Context: an optimization exercise on an open-source flow, tuned for small area and a short achievable clock period. The choices shown serve that exercise and are no tape-out recipe.
In this exercise RTL edits were held to simulation tests only and were not proved equivalent to the original.
Power figures rest on the tool's default switching activity, not on a simulated workload.

==> design/flow/design.v <==
package mc_fifo_pkg;
    localparam int DEF_WIDTH     = 8;
    localparam int DEF_DEPTH     = 32;
    localparam int DEF_CHANNELS  = 4;
    localparam int DEF_AF_MARGIN = 2;
    localparam int DEF_AE_MARGIN = 2;
    function automatic int width_of(input int n);
        width_of = (n <= 1) ? 1 : $clog2(n);
    endfunction
endpackage
module mc_fifo_ctrl
#(
    parameter int DEPTH     = mc_fifo_pkg::DEF_DEPTH,
    parameter int AF_MARGIN = mc_fifo_pkg::DEF_AF_MARGIN,
    parameter int AE_MARGIN = mc_fifo_pkg::DEF_AE_MARGIN
) (
    input  logic                                    wr_req,
    input  logic                                    rd_req,
    input  logic                                    clear_err,
    input  logic [mc_fifo_pkg::width_of(DEPTH):0]   count_q,
    input  logic                                    empty_q,
    input  logic                                    af_q,
    input  logic                                    ae_q,
    input  logic                                    overflow_q,
    input  logic                                    underflow_q,
    output logic                                    wr_acc,
    output logic                                    rd_acc,
    output logic [mc_fifo_pkg::width_of(DEPTH):0]   count_d,
    output logic [mc_fifo_pkg::width_of(DEPTH):0]   count_d_rd,
    output logic [mc_fifo_pkg::width_of(DEPTH)-1:0] count_d_pos,
    output logic                                    empty_d,
    output logic                                    af_d,
    output logic                                    ae_d,
    output logic                                    overflow_d,
    output logic                                    underflow_d
);
    localparam int AW    = mc_fifo_pkg::width_of(DEPTH);
    localparam int CNT_W = AW + 1;
    if (AF_MARGIN + 1 > DEPTH - 1) begin : g_bad_af
        $error("mc_fifo_ctrl: AF_MARGIN must leave room for the look-ahead compare");
    end
    logic full, inc, dec;
    assign full = count_q[AW];
    assign wr_acc = wr_req && !full;
    assign rd_acc = rd_req && !empty_q;
    assign inc = wr_acc && !rd_acc;
    assign dec = rd_acc && !wr_acc;
    assign count_d_rd  = count_d;
    assign count_d_pos = count_d[AW-1:0];
    always_comb begin
        count_d = count_q;
        empty_d = empty_q;
        af_d    = af_q;
        ae_d    = ae_q;
        if (inc) begin
            count_d = count_q + 1'b1;
            empty_d = 1'b0;
            af_d    = (count_q >= CNT_W'(DEPTH - AF_MARGIN - 1));
            ae_d    = (count_q <= CNT_W'(AE_MARGIN - 1));
        end else if (dec) begin
            count_d = count_q - 1'b1;
            empty_d = (count_q == CNT_W'(1));
            af_d    = (count_q >= CNT_W'(DEPTH - AF_MARGIN + 1));
            ae_d    = (count_q <= CNT_W'(AE_MARGIN + 1));
        end
    end
    always_comb begin
        overflow_d  = clear_err ? 1'b0 : overflow_q;
        underflow_d = clear_err ? 1'b0 : underflow_q;
        if (wr_req && full) begin
            overflow_d = 1'b1;
        end
        if (rd_req && empty_q) begin
            underflow_d = 1'b1;
        end
    end
endmodule
module mc_fifo_dec #(
    parameter int AW = 5
) (
    input  logic [AW-1:0]      idx,
    output logic [(1<<AW)-1:0] sel
);
    for (genvar s = 0; s < (1 << AW); s++) begin : g_sel
        assign sel[s] = (idx == AW'(s));
    end
endmodule
module mc_fifo_aomux #(
    parameter int N = 32,
    parameter int W = 8
) (
    input  logic [N-1:0]   sel,
    input  logic [N*W-1:0] d,
    output logic [W-1:0]   q
);
    always_comb begin
        q = '0;
        for (int s = 0; s < N; s++) begin
            q = q | ({W{sel[s]}} & d[s*W +: W]);
        end
    end
endmodule
module mc_fifo_aotree32 #(
    parameter int W = 8
) (
    input  logic [31:0]   sel,
    input  logic [32*W-1:0] d,
    output logic [W-1:0]  q
);
    for (genvar b = 0; b < W; b++) begin : g_bit
        logic [3:0]  grp;
        logic [1:0]  half_n;
        for (genvar k = 0; k < 4; k++) begin : g_grp
            logic [7:0] dk;
            for (genvar j = 0; j < 8; j++) begin : g_d
                assign dk[j] = d[(8*k+j)*W + b];
            end
            mc_fifo_ao8 u_ao (
                .sel (sel[8*k +: 8]),
                .d   (dk),
                .y   (grp[k])
            );
        end
        mc_fifo_nor2 u_nor0 (.a (grp[0]), .b (grp[1]), .y (half_n[0]));
        mc_fifo_nor2 u_nor1 (.a (grp[2]), .b (grp[3]), .y (half_n[1]));
        mc_fifo_nand2 u_out (.a (half_n[0]), .b (half_n[1]), .y (q[b]));
    end
endmodule
module mc_fifo_ao8 (
    input  logic [7:0] sel,
    input  logic [7:0] d,
    output logic       y
);
    assign y = |(sel & d);
endmodule
module mc_fifo_nor2 (
    input  logic a, b,
    output logic y
);
    assign y = !(a || b);
endmodule
module mc_fifo_nand2 (
    input  logic a, b,
    output logic y
);
    assign y = !(a && b);
endmodule
module mc_fifo_mux2i (
    input  logic s, a, b,
    output logic y
);
    assign y = !(s ? b : a);
endmodule
module mc_fifo_inv (
    input  logic a,
    output logic y
);
    assign y = !a;
endmodule
module mc_fifo_aoi22 (
    input  logic a0, b0, a1, b1,
    output logic y
);
    assign y = !((a0 && b0) || (a1 && b1));
endmodule
module mc_fifo_nand3 (
    input  logic a, b, c,
    output logic y
);
    assign y = !(a && b && c);
endmodule
module mc_fifo_dec32 (
    input  logic [4:0]  idx,
    output logic [31:0] sel
);
    logic [4:0] idx_n;
    logic [3:0] lo_n;
    logic [7:0] hi_n;
    for (genvar i = 0; i < 5; i++) begin : g_inv
        mc_fifo_inv u_inv (.a (idx[i]), .y (idx_n[i]));
    end
    for (genvar i = 0; i < 4; i++) begin : g_lo
        mc_fifo_nand2 u_lo (
            .a (i[0] ? idx[0] : idx_n[0]),
            .b (i[1] ? idx[1] : idx_n[1]),
            .y (lo_n[i])
        );
    end
    for (genvar j = 0; j < 8; j++) begin : g_hi
        mc_fifo_nand3 u_hi (
            .a (j[0] ? idx[2] : idx_n[2]),
            .b (j[1] ? idx[3] : idx_n[3]),
            .c (j[2] ? idx[4] : idx_n[4]),
            .y (hi_n[j])
        );
    end
    for (genvar s = 0; s < 32; s++) begin : g_sel
        mc_fifo_nor2 u_sel (.a (lo_n[s % 4]), .b (hi_n[s / 4]), .y (sel[s]));
    end
endmodule
module mc_fifo_andn (
    input  logic a, b_n,
    output logic y
);
    assign y = a && !b_n;
endmodule
module mc_fifo
#(
    parameter int WIDTH     = mc_fifo_pkg::DEF_WIDTH,
    parameter int DEPTH     = mc_fifo_pkg::DEF_DEPTH,
    parameter int CHANNELS  = mc_fifo_pkg::DEF_CHANNELS,
    parameter int AF_MARGIN = mc_fifo_pkg::DEF_AF_MARGIN,
    parameter int AE_MARGIN = mc_fifo_pkg::DEF_AE_MARGIN
) (
    input  logic                          clk,
    input  logic                          reset,
    input  logic                          write_en,
    input  logic [mc_fifo_pkg::width_of(CHANNELS)-1:0] wr_ch,
    input  logic [WIDTH-1:0]              data_in,
    input  logic                          read_en,
    input  logic [mc_fifo_pkg::width_of(CHANNELS)-1:0] rd_ch,
    input  logic                          clear_err,
    output logic [WIDTH-1:0]              data_out,
    output logic                          data_valid,
    output logic [CHANNELS-1:0]           full,
    output logic [CHANNELS-1:0]           empty,
    output logic [CHANNELS-1:0]           almost_full,
    output logic [CHANNELS-1:0]           almost_empty,
    output logic [mc_fifo_pkg::width_of(DEPTH):0]      rd_count,
    output logic [CHANNELS-1:0]           overflow,
    output logic [CHANNELS-1:0]           underflow
);
    localparam int CW = mc_fifo_pkg::width_of(CHANNELS);
    localparam int AW = mc_fifo_pkg::width_of(DEPTH);
    localparam int NEN = (WIDTH >= 4) ? 4 : WIDTH;
    if ((DEPTH < 4) || ((DEPTH & (DEPTH - 1)) != 0)) begin : g_bad_depth
        $error("mc_fifo: DEPTH must be a power of two and at least 4");
    end
    if (CHANNELS < 1) begin : g_bad_channels
        $error("mc_fifo: CHANNELS must be at least 1");
    end
    if ((AF_MARGIN < 1) || (AF_MARGIN > DEPTH - 1)) begin : g_bad_af
        $error("mc_fifo: AF_MARGIN must be in 1..DEPTH-1");
    end
    if ((AE_MARGIN < 1) || (AE_MARGIN > DEPTH - 1)) begin : g_bad_ae
        $error("mc_fifo: AE_MARGIN must be in 1..DEPTH-1");
    end
    logic [CHANNELS-1:0] wr_req, rd_req, wr_acc, rd_acc;
    logic [AW-1:0]       count_lo_a [CHANNELS];
    logic [AW:0]         count_rd_a [CHANNELS];
    logic [WIDTH-1:0]    head_a  [CHANNELS];
    logic [(1<<CW)-1:0]  rd_oh;
    mc_fifo_dec #(.AW(CW)) u_rd_dec (
        .idx (rd_ch),
        .sel (rd_oh)
    );
    for (genvar g = 0; g < CHANNELS; g++) begin : g_ch
        assign wr_req[g] = write_en && (wr_ch == CW'(g));
        assign rd_req[g] = read_en && rd_oh[g];
        logic [AW-1:0] count_lo_q, count_pos_q;
        logic          full_q, empty_q, af_q, ae_q, overflow_q, underflow_q;
        logic          not_empty_q, not_ae_q;
        logic [AW:0]   count_rd_q;
        logic [AW:0]   count_d, count_d_rd;
        logic [AW-1:0] count_d_pos;
        logic          empty_d, af_d, ae_d, overflow_d, underflow_d;
        mc_fifo_ctrl #(
            .DEPTH     (DEPTH),
            .AF_MARGIN (AF_MARGIN),
            .AE_MARGIN (AE_MARGIN)
        ) u_ctrl (
            .wr_req      (wr_req[g]),
            .rd_req      (rd_req[g]),
            .clear_err   (clear_err),
            .count_q     ({full_q, count_lo_q}),
            .empty_q     (empty_q),
            .af_q        (af_q),
            .ae_q        (ae_q),
            .overflow_q  (overflow_q),
            .underflow_q (underflow_q),
            .wr_acc      (wr_acc[g]),
            .rd_acc      (rd_acc[g]),
            .count_d     (count_d),
            .count_d_rd  (count_d_rd),
            .count_d_pos (count_d_pos),
            .empty_d     (empty_d),
            .af_d        (af_d),
            .ae_d        (ae_d),
            .overflow_d  (overflow_d),
            .underflow_d (underflow_d)
        );
        always_ff @(posedge clk or posedge reset) begin
            if (reset) begin
                count_lo_q  <= '0;
                full_q      <= 1'b0;
                count_rd_q  <= '0;
                count_pos_q <= '0;
                not_empty_q <= 1'b0;
                af_q        <= 1'b0;
                not_ae_q    <= 1'b0;
                overflow_q  <= 1'b0;
                underflow_q <= 1'b0;
            end else begin
                count_lo_q  <= count_d[AW-1:0];
                full_q      <= count_d[AW];
                count_rd_q  <= count_d_rd;
                count_pos_q <= count_d_pos;
                not_empty_q <= !empty_d;
                af_q        <= af_d;
                not_ae_q    <= !ae_d;
                overflow_q  <= overflow_d;
                underflow_q <= underflow_d;
            end
        end
        assign empty_q         = !not_empty_q;
        assign ae_q            = !not_ae_q;
        assign full[g]         = full_q;
        assign empty[g]        = empty_q;
        assign almost_full[g]  = af_q;
        assign almost_empty[g] = ae_q;
        assign overflow[g]     = overflow_q;
        assign underflow[g]    = underflow_q;
        assign count_lo_a[g]   = count_pos_q;
        assign count_rd_a[g]   = count_rd_q;
        logic [WIDTH-1:0] sr_q [DEPTH];
        logic [WIDTH-1:0] rot  [DEPTH];
        logic [NEN-1:0] wr_en;
        for (genvar k = 0; k < NEN; k++) begin : g_wen
            mc_fifo_andn u_wen (.a (wr_req[g]), .b_n (full_q), .y (wr_en[k]));
        end
        always_ff @(posedge clk) begin
            for (int b = 0; b < WIDTH; b++) begin
                if (wr_en[b * NEN / WIDTH]) begin
                    sr_q[0][b] <= data_in[b];
                    for (int i = 1; i < DEPTH; i++) begin
                        sr_q[i][b] <= sr_q[i-1][b];
                    end
                end
            end
        end
        for (genvar s = 0; s < DEPTH; s++) begin : g_rot
            assign rot[s] = sr_q[(s + DEPTH - 1) % DEPTH];
        end
        logic [DEPTH-1:0]       rsel;
        logic [DEPTH*WIDTH-1:0] rot_flat;
        for (genvar s = 0; s < DEPTH; s++) begin : g_flat
            assign rot_flat[s*WIDTH +: WIDTH] = rot[s];
        end
        if (DEPTH == 32) begin : g_pos_dec
            mc_fifo_dec32 u_dec (
                .idx (count_lo_a[g]),
                .sel (rsel)
            );
        end else begin : g_dec
            mc_fifo_dec #(.AW(AW)) u_dec (
                .idx (count_lo_a[g]),
                .sel (rsel)
            );
        end
        if (DEPTH == 32) begin : g_tree
            mc_fifo_aotree32 #(.W(WIDTH)) u_mux (
                .sel (rsel),
                .d   (rot_flat),
                .q   (head_a[g])
            );
        end else begin : g_flat_mux
            mc_fifo_aomux #(.N(DEPTH), .W(WIDTH)) u_mux (
                .sel (rsel),
                .d   (rot_flat),
                .q   (head_a[g])
            );
        end
    end
    logic [CHANNELS*(AW+1)-1:0]   count_flat;
    logic [(CHANNELS+1)*WIDTH-1:0] dsel_flat;
    logic [WIDTH-1:0]              data_out_q, data_out_d;
    logic                          data_valid_q;
    logic                          rd_any;
    for (genvar g = 0; g < CHANNELS; g++) begin : g_flat
        assign count_flat[g*(AW+1) +: AW+1] = count_rd_a[g];
        assign dsel_flat[g*WIDTH +: WIDTH]  = head_a[g];
    end
    assign dsel_flat[CHANNELS*WIDTH +: WIDTH] = data_out_q;
    assign rd_any = |rd_acc;
    if (CHANNELS == 4) begin : g_cnt_tree
        for (genvar b = 0; b <= AW; b++) begin : g_bit
            logic m0_n, m1_n;
            if (b < (AW + 1) / 2) begin : g_lo_first
                mc_fifo_mux2i u_m0 (.s (rd_ch[0]), .a (count_flat[0*(AW+1)+b]), .b (count_flat[1*(AW+1)+b]), .y (m0_n));
                mc_fifo_mux2i u_m1 (.s (rd_ch[0]), .a (count_flat[2*(AW+1)+b]), .b (count_flat[3*(AW+1)+b]), .y (m1_n));
                mc_fifo_mux2i u_mq (.s (rd_ch[1]), .a (m0_n), .b (m1_n), .y (rd_count[b]));
            end else begin : g_hi_first
                mc_fifo_mux2i u_m0 (.s (rd_ch[1]), .a (count_flat[0*(AW+1)+b]), .b (count_flat[2*(AW+1)+b]), .y (m0_n));
                mc_fifo_mux2i u_m1 (.s (rd_ch[1]), .a (count_flat[1*(AW+1)+b]), .b (count_flat[3*(AW+1)+b]), .y (m1_n));
                mc_fifo_mux2i u_mq (.s (rd_ch[0]), .a (m0_n), .b (m1_n), .y (rd_count[b]));
            end
        end
    end else begin : g_cnt_mux
        mc_fifo_aomux #(.N(CHANNELS), .W(AW+1)) u_cnt_mux (
            .sel (rd_oh[CHANNELS-1:0]),
            .d   (count_flat),
            .q   (rd_count)
        );
    end
    if (CHANNELS == 4) begin : g_dout_tree
        for (genvar b = 0; b < WIDTH; b++) begin : g_bit
            logic x01_n, x23_n, xh_n;
            mc_fifo_aoi22 u_x01 (.a0 (rd_acc[0]), .b0 (head_a[0][b]), .a1 (rd_acc[1]), .b1 (head_a[1][b]), .y (x01_n));
            mc_fifo_aoi22 u_x23 (.a0 (rd_acc[2]), .b0 (head_a[2][b]), .a1 (rd_acc[3]), .b1 (head_a[3][b]), .y (x23_n));
            mc_fifo_nand2 u_xh  (.a (!rd_any), .b (data_out_q[b]), .y (xh_n));
            mc_fifo_nand3 u_out (.a (x01_n), .b (x23_n), .c (xh_n), .y (data_out_d[b]));
        end
    end else begin : g_dout_mux
        mc_fifo_aomux #(.N(CHANNELS+1), .W(WIDTH)) u_dout_mux (
            .sel ({!rd_any, rd_acc}),
            .d   (dsel_flat),
            .q   (data_out_d)
        );
    end
    always_ff @(posedge clk or posedge reset) begin
        if (reset) begin
            data_out_q   <= '0;
            data_valid_q <= 1'b0;
        end else begin
            data_valid_q <= rd_any;
            data_out_q   <= data_out_d;
        end
    end
    assign data_out   = data_out_q;
    assign data_valid = data_valid_q;
endmodule
==> design/flow/run.sh <==
#!/bin/bash
# synth_recipe.tcl (not shown) runs the flow's synth.tcl, then flattens the netlist and writes it again
# the make line also repeats each setting of config.mk as NAME=value (left out here)
make -C /OpenROAD-flow-scripts/flow DESIGN_CONFIG=/design/flow/config.mk WORK_HOME=/design/flow/orfs CLKGATE_MAP_FILE= SYNTH_SCRIPT=/design/flow/synth_recipe.tcl finish
==> design/flow/config.mk <==
export PLATFORM = sky130hd
export DESIGN_NAME = mc_fifo
export DESIGN_NICKNAME = mc_fifo
export VERILOG_FILES = /design/flow/design.v
export SDC_FILE = /design/flow/constraint.sdc
export NUM_CORES = 4
export LEC_CHECK = 0
export CAP_MARGIN = 0
export CORE_MARGIN = 2
export CORE_UTILIZATION = 60
export CTS_CLUSTER_DIAMETER = 70
export CTS_CLUSTER_SIZE = 30
export SETUP_SLACK_MARGIN = 1.65
export SLEW_MARGIN = 0
export SYNTH_HIERARCHICAL = 1
export SYNTH_MINIMUM_KEEP_SIZE = 0
==> design/flow/constraint.sdc <==
create_clock -name core_clock -period 4.0 [get_ports {clk}]
set_input_delay 0.8000 -clock core_clock [delete_from_list [all_inputs] [get_ports {clk}]]
set_output_delay 0.8000 -clock core_clock [all_outputs]
set_load 0.01 [all_outputs]
==> results of run 1 <==
-- layout by cell type, fill, tap and decap left out, drive strengths merged, types with 14 or more instances in the layout --
master	instances
a22oi	532
buf	52
clkbuf	66
clkdlybuf4s50	14
dfrtp	97
dlygate4sd2	31
edfxtp	1024
inv	82
mux2i	22
nand2	80
nand3	40
nand4	132
nor2	221
nor2b	18
o21ai	20
xnor2	16
-- layout make-up --
cell class              instances  area (µm²)  area share [%]
multi-input cells            1177        8134           17.85
repair buffers                 98        1002           2.200
clock inverters                29       312.8          0.6865
inverters                      65       255.2          0.5602
clock buffers                  66        1480           3.249
flip-flops and latches       1121       33210           72.90
well taps                     931        1165           2.557
-- repair_timing --
action,CTS,global route
pin swaps,0,3
setup buffers,7,13
setup endpoints to repair,155,115
gates resized for setup,139,98
cloned,0,1
-- sequential cells by signal, summed over array words and instances (netlist names) --
register	cells
g_ch.not_ae_q	4
g_ch.sr_q	1024
g_ch.underflow_q	4
g_ch.full_q	4
data_valid_q	1
g_ch.af_q	4
g_ch.overflow_q	4
data_out_q	8
g_ch.count_rd_q	24
g_ch.not_empty_q	4
g_ch.count_lo_q	20
g_ch.count_pos_q	20
-- per-module statistics from Yosys (local to each module, per instance), a selection --
module	cell area, µm²	copies in the design	flops+latches
mc_fifo_mux2i	10.01	18	0
mc_fifo	33490	1	1121
mc_fifo_nand2	3.754	56	0
mc_fifo_inv	3.754	20	0
mc_fifo_nor2	3.754	192	0
mc_fifo_andn	13.76	16	0
mc_fifo_ao8	36.28	128	0
mc_fifo_nand3	5.005	40	0
mc_fifo_aoi22	12.51	16	0
-- per-layer routing --
layer	vias to the layer above	wire (µm)	track usage, %
li1	10010	-	-
met5	-	0	0
met1	11850	42940	43.46
met3	109	8376	3.641
met4	0	2458	7.051
met2	1076	42220	37.91
-- cells by family after synthesis --
group / after synthesis / share of synthesized area, %
adders and majority gates: 12 / 0.3601
buffers and inverters: 137 / 1.858
AOI/OAI and AO/OA: 584 / 10.54
xor gates and xnor gates: 16 / 0.3361
muxes: 22 / 0.5282
and+or+nand+nor: 542 / 6.798
DFF: 1121 / 79.58
-- report_power, final --
group          internal (mW)  switching (mW)
sequential              14.0            1.06
combinational           1.78            4.25
clock                   2.85            3.76
total                   18.6            9.06
-- how the worst max path moves through the flow --
stage                                      from            endpoint  cells after the start
final                     g_ch[0].count_rd_q[0]         rd_count[0]                      3
after global routing      g_ch[0].count_rd_q[2]         rd_count[2]                      3
after CTS                 g_ch[2].count_rd_q[4]         rd_count[4]                      3
after detailed placement               rd_ch[0]       data_out_q[1]                      8
after global placement                 rd_ch[0]       data_out_q[0]                      8
after floorplan                        wr_ch[1]  g_ch[0].sr_q[0][0]                      2
==> impl_metrics.json, run 1 <==
{
  "status": "complete, no violations",
  "floorplan.initialDensity_pct": 60.68,
  "timing.rr.end": "data_out_q[2]",
  "maxSlewViolCount": 0,
  "yosysSeqAreaShare_pct": 79.58,
  "yosysMostFrequentCell": "edfxtp_1",
  "reg2reg_slack_ns": 1.67,
  "setup_viol": 0,
  "cp_max_fo": 1,
  "nNetsFinal": 2543,
  "grt_overflow_total": 0,
  "min-delay-start": "g_ch[1].sr_q[30][2]",
  "end_kind": "primary output",
  "avgSynthCellArea_um2": 17.13,
  "critPathLaunchType": "register",
  "critPathRequiredTime_ns": 3.20,
  "hold_viol": 0,
  "cts_sinks": 1121,
  "htree_levels": 2,
  "synth-seq-cells": 1121,
  "period_minus_slack_ns": 2.325,
  "grt_pass1_vias": 21990,
  "stdcell_area_um2": 45560,
  "placed_cell_area_um2": 43250,
  "viasPerCell": 6.607,
  "rr_worst_depth": 8,
  "syn_nets": 2463,
  "max_freq_mhz": 430.1,
  "powerDensity_nw_per_um2": 607.2,
  "clk_latency_ns": 0.64,
  "synthCells": 2434,
  "insertedDiodeCount": 0,
  "yosysTopAreaCellShare_pct": 73.76,
  "pre_cts_ws_ns": 0.5438,
  "globalplace.congestion": 0.8955,
  "postRouteAntennaNets": 0,
  "holdPathEnd": "g_ch[1].sr_q[31][2]",
  "timing.hold.ws_ns": 0.4482,
  "hpwl_mm": 62.94,
  "synth_largest_area_cell": "edfxtp_1",
  "p_leak_nw": 14.41,
  "grt_pass1_wl_mm": 141.4,
  "cts_buffers": 51,
  "clock_path_buffers": 3,
  "synth_warnings": 29,
  "hp-class": "register to register",
  "core_area_um2": 68710,
  "worst_pin_slew_ns": 0.9088,
  "crit_arrival_ns": 1.53,
  "slowest_delay_ns": 0.47,
  "fin_cells": 3487,
  "synth_cell_types": 37,
  "syn-cell-area_um2": 41690,
  "synth_edf_count": 1024,
  "port_buffers": 55,
  "synthFlopType": "edfxtp_1",
  "ios": 56,
  "die_width_um": 267.6,
  "cp_top_family": "flip-flops",
  "cts.hold.buffers_added": 0,
  "hold_depth": 0,
  "grt_usage_pct": 26.61,
  "synth_area_leaders": "edfxtp_1 (74%), a22oi_1 (9.3%), dfrtp_1 (5.8%)",
  "rows": 96,
  "path_buf_inv": 1,
  "placed_cells": 3371,
  "ir_drop_mv": 0.4365,
  "fin_tns_setup_ns": 0,
  "cts_root_buffer": "clkbuf_16",
  "cts.clk_slew.worst_paths_ns": 0.11,
  "grt_max_degree": 65,
  "path_class": "register to primary output",
  "r2r_start": "g_ch[1].count_pos_q[0]",
  "fill_cells": 4840,
  "first_pass_iters": 6,
  "drive_gt1_share_pct": 13.69,
  "final_util_pct": 66.32,
  "crit_path_frequent_cell": "mux2i_1",
  "drv_cap": 0,
  "drc": 0,
  "drt_wl_total_mm": 95.99,
  "areaGrowthSynthToFinish_pct": 9.292,
  "drtIter0Drc": 3108,
  "crit_chain": "mux2i_1, mux2i_1, buf_2",
  "period_share_pct": 58.13,
  "yosys-top-cells-count": "edfxtp_1 (1024), a22oi_1 (516), nor2_1 (217), nand4_1 (132), dfrtp_1 (97)",
  "rsz0062_at_grt": "true",
  "cts_tree": "built",
  "slowest_stage": "dfrtp_2",
  "drt-wirelength-per-cell_um": 27.53,
  "die_area_um2": 71610,
  "vias": 23040,
  "finClkSkew_ns": 0.02612,
  "slew_headroom_pct": 39.29,
  "antenna_found_initial": 3,
  "fp.dieH_um": 267.6,
  "async_reset_ff_share_pct": 8.653,
  "total_power_mw": 27.66,
  "layout_setup_ws_ns": 1.675
}
==> inputs of run 2 (changes only) <==
--- a/design/flow/config.mk
+++ b/design/flow/config.mk
@@ -9,3 +9,3 @@
 export CORE_MARGIN = 2
-export CORE_UTILIZATION = 60
+export CORE_UTILIZATION = 70
 export CTS_CLUSTER_DIAMETER = 70
==> run 2 against run 1 <==
  * Still clean on timing, DRC and antenna
  * Area after synthesis unchanged
  * Via count increased by 2.1%
  * Fmax decreased by 1.6%
  * Global-route usage increased by 4.2 points
  * First-iteration DRC count down 1.6%
  * Flip-flop and latch count stayed put
  * Non-clock buffer count increased by 5
  * Clock skew is 0.0049 ns higher
  * Clock power decreased by 7.7%
  * Combinational power down 3%
  * Largest cell class unchanged
  * Largest power group unchanged
==> impl_metrics.json, run 2 <==
{
  "status": "complete, no violations",
  "ir_drop_mv": 0.4189,
  "fin_tns_setup_ns": 0,
  "viasPerCell": 7.070,
  "crit_arrival_ns": 2.87,
  "yosysMostFrequentCell": "edfxtp_1",
  "drtIter0Drc": 3058,
  "hp-class": "register to register",
  "crit_chain": "inv_1, nand3_1, nor2_2, a22oi_1, nand4_1, nor2_1, nand2_1, a22oi_2, nand3_1",
  "period_minus_slack_ns": 2.362,
  "synth_warnings": 29,
  "floorplan.initialDensity_pct": 70.77,
  "cp_top_family": "simple AND/OR/NAND/NOR gates",
  "end_kind": "register",
  "drt_wl_total_mm": 94.69,
  "vias": 23520,
  "insertedDiodeCount": 0,
  "fill_cells": 3315,
  "worst_pin_slew_ns": 0.8687,
  "rows": 89,
  "port_buffers": 55,
  "antenna_found_initial": 5,
  "hpwl_mm": 62.22,
  "cp_max_fo": 8,
  "path_buf_inv": 1,
  "slowest_stage": "dfrtp_2",
  "synth_edf_count": 1024,
  "grt_pass1_vias": 22130,
  "syn_nets": 2463,
  "largestRegisters": "g_ch.sr_q (1024), g_ch.count_rd_q (24)",
  "critPathRequiredTime_ns": 4.51,
  "grt_usage_pct": 30.83,
  "clk_latency_ns": 0.63,
  "async_reset_ff_share_pct": 8.653,
  "p_leak_nw": 14.28,
  "setup_viol": 0,
  "htree_levels": 2,
  "synth_area_leaders": "edfxtp_1 (74%), a22oi_1 (9.3%), dfrtp_1 (5.8%)",
  "ios": 56,
  "die_area_um2": 61530,
  "synth_largest_area_cell": "edfxtp_1",
  "synthCells": 2434,
  "synth-seq-cells": 1121,
  "yosysTopAreaCellShare_pct": 73.76,
  "cts_root_buffer": "clkbuf_16",
  "most-common-layout-cells": "edfxtp_1 (1024), a22oi_1 (516), nand4_1 (132), nor2_1 (120), nor2_2 (100)",
  "hold_viol": 0,
  "yosys-top-cells-count": "edfxtp_1 (1024), a22oi_1 (516), nor2_1 (217), nand4_1 (132), dfrtp_1 (97)",
  "postRouteAntennaNets": 0,
  "critPathLaunchType": "register",
  "grt_pass1_wl_mm": 139.8,
  "clock_path_buffers": 3,
  "mostFrequentLayoutCell": "edfxtp_1",
  "top_register": "g_ch.sr_q",
  "grt_use_met2_pct": 44.79,
  "nNetsFinal": 2548,
  "fp.dieH_um": 248.0,
  "areaGrowthSynthToFinish_pct": 8.010,
  "use_met1_pct": 49.61,
  "max_freq_mhz": 423.4,
  "die_width_um": 248.0,
  "grt_overflow_total": 0,
  "crit_path_frequent_cell": "nand3_1",
  "largest_reg_flops": 1024,
  "layout_setup_ws_ns": 1.638,
  "rsz0062_at_grt": "true",
  "drv_cap": 0,
  "powerDensity_nw_per_um2": 599.2,
  "slowest_delay_ns": 0.50,
  "busiest_layer": "met1",
  "globalplace.congestion": 0.8782,
  "cts.clk_slew.worst_paths_ns": 0.11,
  "grt_max_degree": 81,
  "met3_usage_pct": 5.591,
  "pre_cts_ws_ns": 0.5316,
  "first_pass_iters": 5,
  "cts_tree": "built",
  "core_area_um2": 58910,
  "yosysSeqAreaShare_pct": 79.58,
  "synthFlopType": "edfxtp_1",
  "maxSlewViolCount": 0,
  "cts_sinks": 1121,
  "drive_gt1_share_pct": 12.65,
  "syn-cell-area_um2": 41690,
  "cts.hold.buffers_added": 0,
  "drt-wirelength-per-cell_um": 28.46,
  "period_share_pct": 59.05,
  "synth_cell_types": 37,
  "avgSynthCellArea_um2": 17.13,
  "cts_buffers": 49,
  "slew_headroom_pct": 42.09,
  "drc": 0,
  "finClkSkew_ns": 0.03097,
  "path_class": "register to register"
}
run 2: cell counts after synthesis:
Identical to the previous run, type by type.
run 2: worst register-to-register path, cell delays in order, from the launching register on:
cell,delay [ns]
dfrtp_2,0.50
inv_1,0.13
nand3_1,0.22
nor2_2,0.18
a22oi_1,0.23
nand4_1,0.19
nor2_1,0.29
nand2_1,0.22
a22oi_2,0.21
nand3_1,0.09
run 2: path summary, 6_finish.rpt:
| path | from | to | slack [ns] | cells after the start |
|---|---|---|---|---|
| worst max-delay path | g_ch[2].count_pos_q[3] | data_out_q[4] | 1.64 | 9 |
| worst min-delay path | g_ch[3].sr_q[23][7] | g_ch[3].sr_q[24][7] | 0.45 | 0 |
| worst max register to register | g_ch[2].count_pos_q[3] | data_out_q[4] | 1.64 | 9 |
| worst min register to register | g_ch[3].sr_q[23][7] | g_ch[3].sr_q[24][7] | 0.45 | 0 |
| max in group asynchronous | reset | g_ch[0].count_pos_q[0] | 2.74 | 3 |
| min in group asynchronous | reset | g_ch[3].not_empty_q | 0.51 | 2 |
run 2: final cells by class:
| class | count | area [µm²] | area share [%] |
|---|---|---|---|
| clock buffer | 61 | 1292 | 2.870 |
| clock inverter | 25 | 276.5 | 0.6141 |
| inverter | 65 | 251.5 | 0.5585 |
| multi-input combinational | 1179 | 8070 | 17.92 |
| sequential | 1121 | 33200 | 73.74 |
| tap | 773 | 967.2 | 2.148 |
| timing repair buffer | 103 | 968.4 | 2.151 |
run 2: report_power, final:
part,switching [mW],internal [mW]
combinational,4.11,1.75
clock,3.59,2.49
sequential,1.06,14.0
run 2: kinds of logic (layout without fill, tap and decap cells):
kind of cell               Yosys count  count (layout)  share of synthesized area, %
buffers and inverters              137             254                         1.858
muxes                               22              22                        0.5282
and+or+nand+nor                    542             545                         6.798
AOI/OAI and AO/OA                  584             584                         10.54
xor gates and xnor gates            16              16                        0.3361
adders and majority gates           12              12                        0.3601
DFF                               1121            1121                         79.58
run 2: metal layers:
layer,share of wire (%),up-vias,routed length [µm]
li1,-,9994,-
met1,41,11980,38800
met2,45,1403,42780
met3,11,137,10800
met4,2.4,4,2281
met5,0.026,-,25
run 2: per-stage QoR:
step	power (mW)	utilization [%]	instance area [µm²]	instances	hold slack [ns]
6_report	26.98	76.44	45030	3327	0.4509
5_1_grt	27.96	76.44	45030	3327	0.4597
4_1_cts	26.77	75.92	44720	3316	0.4526
3_5_place_dp	20.76	73.07	43050	3217	0.4340
3_3_place_gp	20.61	73.07	43050	3217	0.4280
2_1_floorplan	18.55	-	41720	2434	0.4268
run 2: timing repair:
action	CTS	global route
gates resized for setup	107	97
gates cloned	2	1
setup endpoints to repair	257	86
buffers inserted	11	10
run 2: per-module statistics from Yosys (local to each module, per instance), excerpt:
module | cells inside | copies in the design | area (µm²) | flops+latches
mc_fifo_nand2 | 1 | 56 | 3.754 | 0
mc_fifo_aoi22 | 1 | 16 | 12.51 | 0
mc_fifo_nor2 | 1 | 192 | 3.754 | 0
mc_fifo_nand3 | 1 | 40 | 5.005 | 0
mc_fifo_ao8 | 5 | 128 | 36.28 | 0
mc_fifo | 1172 | 1 | 33490 | 1121
mc_fifo_mux2i | 1 | 18 | 10.01 | 0
mc_fifo_andn | 1 | 16 | 13.76 | 0
mc_fifo_inv | 1 | 20 | 3.754 | 0
==> inputs of run 3 (changes only) <==
--- a/design/flow/config.mk
+++ b/design/flow/config.mk
@@ -9,3 +9,3 @@
 export CORE_MARGIN = 2
-export CORE_UTILIZATION = 70
+export CORE_UTILIZATION = 50
 export CTS_CLUSTER_DIAMETER = 70
@@ -16 +16,2 @@
 export SYNTH_MINIMUM_KEEP_SIZE = 0
+export TNS_END_PERCENT = 10
==> run 3 against run 2 <==
  * Register-to-register slack lost 0.05 ns
  * Combinational power increased by 5.6%
  * Critical endpoint is now almost_full[0]
  * Worst setup slack got worse by 0.18 ns
  * Highest routed layer unchanged
  * Die area grew 39%
  * Wire length up 3.6%
  * Core utilization decreased by 21 points
  * Cell count up 8.7%
  * First-iteration DRC count rose by 5.7%
  * Power grew 3.6%
  * Non-clock buffer count fell by 13
  * Still clean
  * Global-route usage fell by 8.3 points
==> impl_metrics.json, run 3 <==
{
  "largestRegisters": "g_ch.sr_q (1024), g_ch.count_rd_q (24)",
  "antenna_found_initial": 4,
  "avgSynthCellArea_um2": 17.13,
  "slew_headroom_pct": 38.04,
  "fp.dieH_um": 292.8,
  "critPathRequiredTime_ns": 3.20,
  "period_share_pct": 63.55,
  "min-delay-start": "g_ch[3].sr_q[16][7]",
  "cp_max_fo": 2,
  "mostFrequentLayoutCell": "edfxtp_1",
  "path_class": "register to primary output",
  "viasPerCell": 6.382,
  "clk_latency_ns": 0.66,
  "crit_arrival_ns": 1.74,
  "slowest_delay_ns": 0.59,
  "slowest_stage": "clkdlybuf4s50_1",
  "syn_nets": 2463,
  "drive_gt1_share_pct": 12.06,
  "synthFlopType": "edfxtp_1",
  "p_leak_nw": 14.38,
  "syn-cell-area_um2": 41690,
  "yosysMostFrequentCell": "edfxtp_1",
  "rows": 105,
  "fin_tns_setup_ns": 0,
  "cts_tree": "built",
  "vias": 23080,
  "clock_path_buffers": 3,
  "nNetsFinal": 2535,
  "first_pass_iters": 5,
  "drt_wl_total_mm": 98.06,
  "postRouteAntennaNets": 0,
  "die_width_um": 292.8,
  "cts.hold.buffers_added": 0,
  "drv_cap": 0,
  "crit_cells": 1,
  "drtIter0Drc": 3233,
  "crit_path_end": "almost_full[0]",
  "hpwl_mm": 63.45,
  "max_freq_mhz": 393.4,
  "crit_chain": "clkdlybuf4s50_1",
  "floorplan.initialDensity_pct": 50.61,
  "synth_area_leaders": "edfxtp_1 (74%), a22oi_1 (9.3%), dfrtp_1 (5.8%)",
  "cp-startpoint": "g_ch[0].af_q",
  "synthCells": 2434,
  "synth_warnings": 29,
  "yosysSeqAreaShare_pct": 79.58,
  "synth_largest_area_cell": "edfxtp_1",
  "hold_viol": 0,
  "globalplace.congestion": 0.8789,
  "cts.clk_slew.worst_paths_ns": 0.11,
  "yosysTopAreaCellShare_pct": 73.76,
  "setup_viol": 0,
  "port_buffers": 55,
  "drt-wirelength-per-cell_um": 27.11,
  "critPathLaunchType": "register",
  "stdcell_area_um2": 45810,
  "core_area_um2": 82370,
  "rsz0062_at_grt": "true",
  "rr_worst_depth": 9,
  "grt_overflow_total": 0,
  "grt_pass1_wl_mm": 144.5,
  "yosys-top-cells-count": "edfxtp_1 (1024), a22oi_1 (516), nor2_1 (217), nand4_1 (132), dfrtp_1 (97)",
  "maxSlewViolCount": 0,
  "most-common-layout-cells": "edfxtp_1 (1024), a22oi_1 (516), nor2_1 (138), nand4_1 (132), dfrtp_1 (74)",
  "worst_pin_slew_ns": 0.9275,
  "placed_cell_area_um2": 43450,
  "top_register": "g_ch.sr_q",
  "grt_max_degree": 65,
  "areaGrowthSynthToFinish_pct": 9.877,
  "cts_root_buffer": "clkbuf_16",
  "cts_sinks": 1121,
  "largest_reg_flops": 1024,
  "finClkSkew_ns": 0.03246,
  "ios": 56,
  "async_reset_ff_share_pct": 8.653,
  "synth-seq-cells": 1121,
  "ir_drop_mv": 0.3670,
  "period_minus_slack_ns": 2.542,
  "htree_levels": 2,
  "r2r_start": "g_ch[2].count_pos_q[2]",
  "grt_pass1_vias": 22020,
  "drc": 0,
  "status": "complete, no violations",
  "grt_usage_pct": 22.51,
  "cp_top_family": "buffers and inverters",
  "cts_buffers": 52,
  "synth_cell_types": 37,
  "powerDensity_nw_per_um2": 609.9,
  "reg2reg_slack_ns": 1.59,
  "die_area_um2": 85710,
  "total_power_mw": 27.94,
  "path_buf_inv": 1,
  "timing.rr.end": "data_out_q[7]",
  "end_kind": "primary output",
  "hp-class": "register to register",
  "synth_edf_count": 1024
}
==> run 3: worst min path at each step <==
stage               depth (start not counted)  slack [ns]                   to
finish                                      0        0.44  g_ch[3].sr_q[17][7]
global route                                0        0.46  g_ch[3].sr_q[16][3]
CTS                                         0        0.44  g_ch[3].sr_q[17][7]
detailed placement                          0        0.43   g_ch[0].sr_q[2][6]
global placement                            0        0.43  g_ch[2].sr_q[13][5]
floorplan                                   0        0.43  g_ch[0].sr_q[10][0]
==> run 3: layout make-up <==
cell class | instances | area [µm²]
fill | 6340 | 36570
sequential | 1121 | 33210
multi-input combinational | 1176 | 8212
clock buffer | 60 | 1374
tap | 1070 | 1339
timing repair buffer | 90 | 978.4
clock inverter | 34 | 446.7
inverter | 65 | 247.7
antenna | 1 | 2.502
==> run 3: repair_timing <==
action,4_1_cts,5_1_grt
resized for setup,89,115
endpoints found under the setup margin,112,63
gates cloned,0,0
pin swaps,0,1
setup buffers,2,7
==> run 3: cell families (layout without fill, tap and decap cells) <==
logic type                 count (synthesis)  after routing  share of synthesized area [%]
DFF                                     1121           1121                          79.58
adders and majority gates                 12             12                         0.3601
buffers and inverters                    137            249                          1.858
and+or+nand+nor                          542            542                          6.798
xor gates and xnor gates                  16             16                         0.3361
muxes                                     22             22                         0.5282
AOI/OAI and AO/OA                        584            584                          10.54
other                                      0              1                              0
==> run 3: power breakdown <==
group / switching, mW / total (mW) / internal, mW / leakage, nW
registers: 1.09 / 15.1 / 14.0 / 10.5
clock network: 3.87 / 6.69 / 2.82 / 0.886
logic: 4.30 / 6.19 / 1.88 / 3.02
total: 9.27 / 27.9 / 18.7 / 14.4
==> run 3: metrics by stage <==
stage / std cells / setup WS, ns / hold slack [ns] / util, %
detailed placement: 3513 / 0.1904 / 0.4336 / 52.74
global placement: 3513 / 0.3393 / 0.4277 / 52.74
global route: 3616 / 1.410 / 0.4617 / 55.61
floorplan: 2434 / 1.446 / 0.4268 / -
finish: 3617 / 1.458 / 0.4367 / 55.61
CTS: 3609 / 1.378 / 0.4390 / 55.06
==> run 3: per-module statistics from Yosys, one instance, submodules excluded, a selection <==
module	cells	flip-flops and latches
mc_fifo	1172	1121
mc_fifo_andn	1	0
mc_fifo_ao8	5	0
mc_fifo_aoi22	1	0
mc_fifo_inv	1	0
mc_fifo_mux2i	1	0
mc_fifo_nand2	1	0
mc_fifo_nand3	1	0
mc_fifo_nor2	1	0
==> run 3: per-layer routing <==
layer | global-route usage, % | vias up | wire (µm)
met1 | 36.36 | 11860 | 44300
met5 | 0 | - | 16
met2 | 32.21 | 1108 | 42890
met3 | 3.779 | 123 | 8990
met4 | 4.590 | 2 | 1853
li1 | - | 9993 | -
==> inputs of run 4 (changes only) <==
--- a/design/flow/config.mk
+++ b/design/flow/config.mk
@@ -16,2 +16 @@
 export SYNTH_MINIMUM_KEEP_SIZE = 0
-export TNS_END_PERCENT = 10
==> run 4 against run 3 <==
  * Still clean
  * Flip-flop and latch count unchanged
  * Sequential share of layout area down 0.25 points
  * Global-route usage up 0.076 points
  * Count of clock-buffer cells in the layout up 5
  * Fmax up 9.6%
==> impl_metrics.json, run 4 <==
{
  "yosysSeqAreaShare_pct": 79.58,
  "most-common-layout-cells": "edfxtp_1 (1024), a22oi_1 (516), nand4_1 (132), nor2_2 (105), nor2_1 (104)",
  "period_share_pct": 58.00,
  "p_leak_nw": 14.47,
  "largest_reg_flops": 1024,
  "drive_gt1_share_pct": 14.15,
  "combPwrFrac_pct": 21.7,
  "fill_cells": 6369,
  "slew_headroom_pct": 35.85,
  "synth_largest_area_cell": "edfxtp_1",
  "stdcell_area_um2": 45980,
  "syn_nets": 2463,
  "maxSlewViolCount": 0,
  "synthCells": 2434,
  "top_register": "g_ch.sr_q",
  "setup_viol": 0,
  "syn-cell-area_um2": 41690,
  "status": "complete, no violations",
  "antenna_found_initial": 2,
  "ios": 56,
  "grt_max_degree": 65,
  "async_reset_ff_share_pct": 8.653,
  "grt_pass1_wl_mm": 144.8,
  "ir_drop_mv": 0.3355,
  "cp_top_family": "flip-flops",
  "end_kind": "primary output",
  "timing.rr.end": "data_out_q[7]",
  "critPathLaunchType": "register",
  "powerDensity_nw_per_um2": 612.6,
  "nNetsFinal": 2543,
  "reg2reg_slack_ns": 1.69,
  "floorplan.initialDensity_pct": 50.61,
  "total_power_mw": 28.16,
  "drc": 0,
  "synth-seq-cells": 1121,
  "period_minus_slack_ns": 2.320,
  "areaGrowthSynthToFinish_pct": 10.28,
  "insertedDiodeCount": 0,
  "cts_sinks": 1121,
  "synthFlopType": "edfxtp_1",
  "p_sw_mw": 9.316,
  "first_pass_iters": 6,
  "die_width_um": 292.8,
  "rr_worst_depth": 8,
  "clk_latency_ns": 0.65,
  "drv_cap": 0,
  "cts.clk_slew.worst_paths_ns": 0.11,
  "crit_arrival_ns": 1.52,
  "clock_path_buffers": 3,
  "slowest_delay_ns": 0.47,
  "slowest_stage": "dfrtp_2",
  "hold_depth": 0,
  "globalplace.congestion": 0.8689,
  "grt_pass1_vias": 21910,
  "vias": 23140,
  "hpwl_mm": 63.80,
  "cp_max_fo": 1,
  "max_freq_mhz": 431.0,
  "holdPathEnd": "g_ch[3].sr_q[16][4]",
  "hp-class": "register to register",
  "rsz0062_at_grt": "true",
  "die_area_um2": 85710,
  "core_area_um2": 82370,
  "critPathRequiredTime_ns": 3.20,
  "port_buffers": 55,
  "swShare_pct": 33.08,
  "path_class": "register to primary output",
  "postRouteAntennaNets": 0,
  "grt_usage_pct": 22.58,
  "rows": 105,
  "grt_overflow_total": 0,
  "finClkSkew_ns": 0.02780,
  "synth_cell_types": 37,
  "htree_levels": 2,
  "r2r_start": "g_ch[0].count_pos_q[0]",
  "crit_chain": "mux2i_1, mux2i_1, buf_2",
  "yosysMostFrequentCell": "edfxtp_1",
  "synth_warnings": 29,
  "cts_buffers": 53,
  "viasPerCell": 6.378,
  "cts_tree": "built",
  "p_seq_share_pct": 53.5,
  "yosysTopAreaCellShare_pct": 73.76,
  "timing.hold.ws_ns": 0.4385,
  "fin_tns_setup_ns": 0,
  "synth_area_leaders": "edfxtp_1 (74%), a22oi_1 (9.3%), dfrtp_1 (5.8%)",
  "placed_cell_area_um2": 43430,
  "drt-wirelength-per-cell_um": 27.17,
  "worst_pin_slew_ns": 0.9603,
  "min-delay-start": "g_ch[3].sr_q[15][4]",
  "avgSynthCellArea_um2": 17.13,
  "path_buf_inv": 1,
  "cts_root_buffer": "clkbuf_16",
  "largestRegisters": "g_ch.sr_q (1024), g_ch.count_rd_q (24)",
  "hold_viol": 0,
  "final_util_pct": 55.81,
  "drt_wl_total_mm": 98.58,
  "drtIter0Drc": 3364,
  "yosys-top-cells-count": "edfxtp_1 (1024), a22oi_1 (516), nor2_1 (217), nand4_1 (132), dfrtp_1 (97)",
  "pwr-share-clk_pct": 24.8,
  "fp.dieH_um": 292.8,
  "crit_path_frequent_cell": "mux2i_1",
  "internal_power_mw": 18.85,
  "mostFrequentLayoutCell": "edfxtp_1",
  "synth_edf_count": 1024
}
run 4: cell counts after synthesis:
No cell type changed its count.
run 4: through the flow:
step           std cells  setup slack (ns)
6_report            3628             1.680
5_1_grt             3628             1.565
4_1_cts             3612             1.512
3_5_place_dp        3509            0.5047
3_3_place_gp        3509            0.6006
2_1_floorplan       2434             1.450
run 4: worst max-delay path by stage:
| stage | slack (ns) | endpoint | cells after the start | startpoint |
|---|---|---|---|---|
| after floorplan | 1.45 | g_ch[0].sr_q[0][0] | 2 | wr_ch[1] |
| after global placement | 0.60 | data_out_q[1] | 8 | rd_ch[0] |
| after detailed placement | 0.50 | g_ch[1].count_lo_q[4] | 8 | rd_ch[0] |
| after CTS | 1.51 | rd_count[5] | 3 | g_ch[2].count_rd_q[5] |
| after global routing | 1.56 | data_out_q[7] | 9 | g_ch[1].count_pos_q[2] |
| final | 1.68 | rd_count[3] | 3 | g_ch[0].count_rd_q[3] |
run 4: power by group through the flow:
stage                     Sequential [mW]  Combinational [mW]  Clock (mW)
after detailed placement             15.3                5.70           0
after floorplan                      14.7                3.81           0
final                                15.1                6.12        6.97
after global routing                 15.2                6.56        7.50
after CTS                            15.0                5.76        7.15
after global placement               15.3                5.60           0
run 4: Yosys stat by module (local to each module, per instance), excerpt:
module,copies in the design,flops+latches,area (µm²),cells
mc_fifo_ao8,128,0,36.28,5
mc_fifo_andn,16,0,13.76,1
mc_fifo_aoi22,16,0,12.51,1
mc_fifo_mux2i,18,0,10.01,1
mc_fifo_nand3,40,0,5.005,1
mc_fifo_nand2,56,0,3.754,1
mc_fifo_inv,20,0,3.754,1
mc_fifo_nor2,192,0,3.754,1
run 4: cells by family (layout without fill, tap and decap cells):
group,after synthesis,in the layout,share of synthesized area (%)
DFF,1121,1121,79.58
xor gates and xnor gates,16,16,0.3361
muxes,22,22,0.5282
and+or+nand+nor,542,542,6.798
buffers and inverters,137,261,1.858
adders and majority gates,12,12,0.3601
AOI/OAI and AO/OA,584,584,10.54
run 4: layout make-up:
| type | instances | area [µm²] | area share (%) |
|---|---|---|---|
| clock buffer | 65 | 1455 | 3.165 |
| clock inverter | 34 | 484.2 | 1.053 |
| inverter | 65 | 255.2 | 0.5552 |
| multi-input combinational | 1176 | 8223 | 17.89 |
| sequential | 1121 | 33210 | 72.24 |
| tap | 1070 | 1339 | 2.912 |
| timing repair buffer | 97 | 1006 | 2.188 |
run 4: layer usage:
layer | up-vias | GRT usage, % | routed length [µm]
met4 | 0 | 4.528 | 1825
met1 | 11980 | 36.23 | 44380
met3 | 106 | 3.839 | 8642
li1 | 9993 | - | -
met2 | 1058 | 32.63 | 43730
met5 | - | 0 | 0
run 4: what timing repair did:
action | 4_1_cts | 5_1_grt
resized for setup | 136 | 123
setup endpoints to repair | 120 | 39
buffers inserted | 4 | 16
hold buffers | 0 | 0
pin swaps | 0 | 5
endpoints found under the hold margin | 0 | 0
cloned | 0 | 0

==> afterwards: timing with drivers on the ports <==
How much do the figures lean on ideal ports? The routed layouts below were timed once more, with nothing changed but the port constraints. Step 1 (the two cells are an assumption about what drives the block):
set clk [get_ports {clk}]
set_driving_cell -lib_cell sky130_fd_sc_hd__clkbuf_16 $clk
set_driving_cell -lib_cell sky130_fd_sc_hd__buf_2 [delete_from_list [all_inputs] $clk]
Step 2, shift: input delay + t, output delay - t, t = (earliest + latest rising clock arrival at the registers) / 2. This alone moves slack from input paths to output paths. a / b / c = ideal ports / drivers / drivers and shift; a / b = the first two.
| run | t (ns) | setup WS [ns] | slew at the worst register clock pin (ns) | pins driven straight from the clock port |
|---|---|---|---|---|
| run 1 | 0.697 | 1.675 / 1.608 / 1.068 | 0.11 / 0.11 | 1 |
| run 2 | 0.686 | 1.638 / 1.618 / 1.044 | 0.11 / 0.11 | 1 |
| run 3 | 0.717 | 1.458 / 1.392 / 0.932 | 0.12 / 0.12 | 1 |
| run 4 | 0.709 | 1.680 / 1.612 / 1.053 | 0.11 / 0.11 | 1 |
After both steps every run listed still meets setup and hold. For run 4, which loses most, drivers alone change the setup slack by -0.068 ns; drivers and shift together by -0.627 ns.
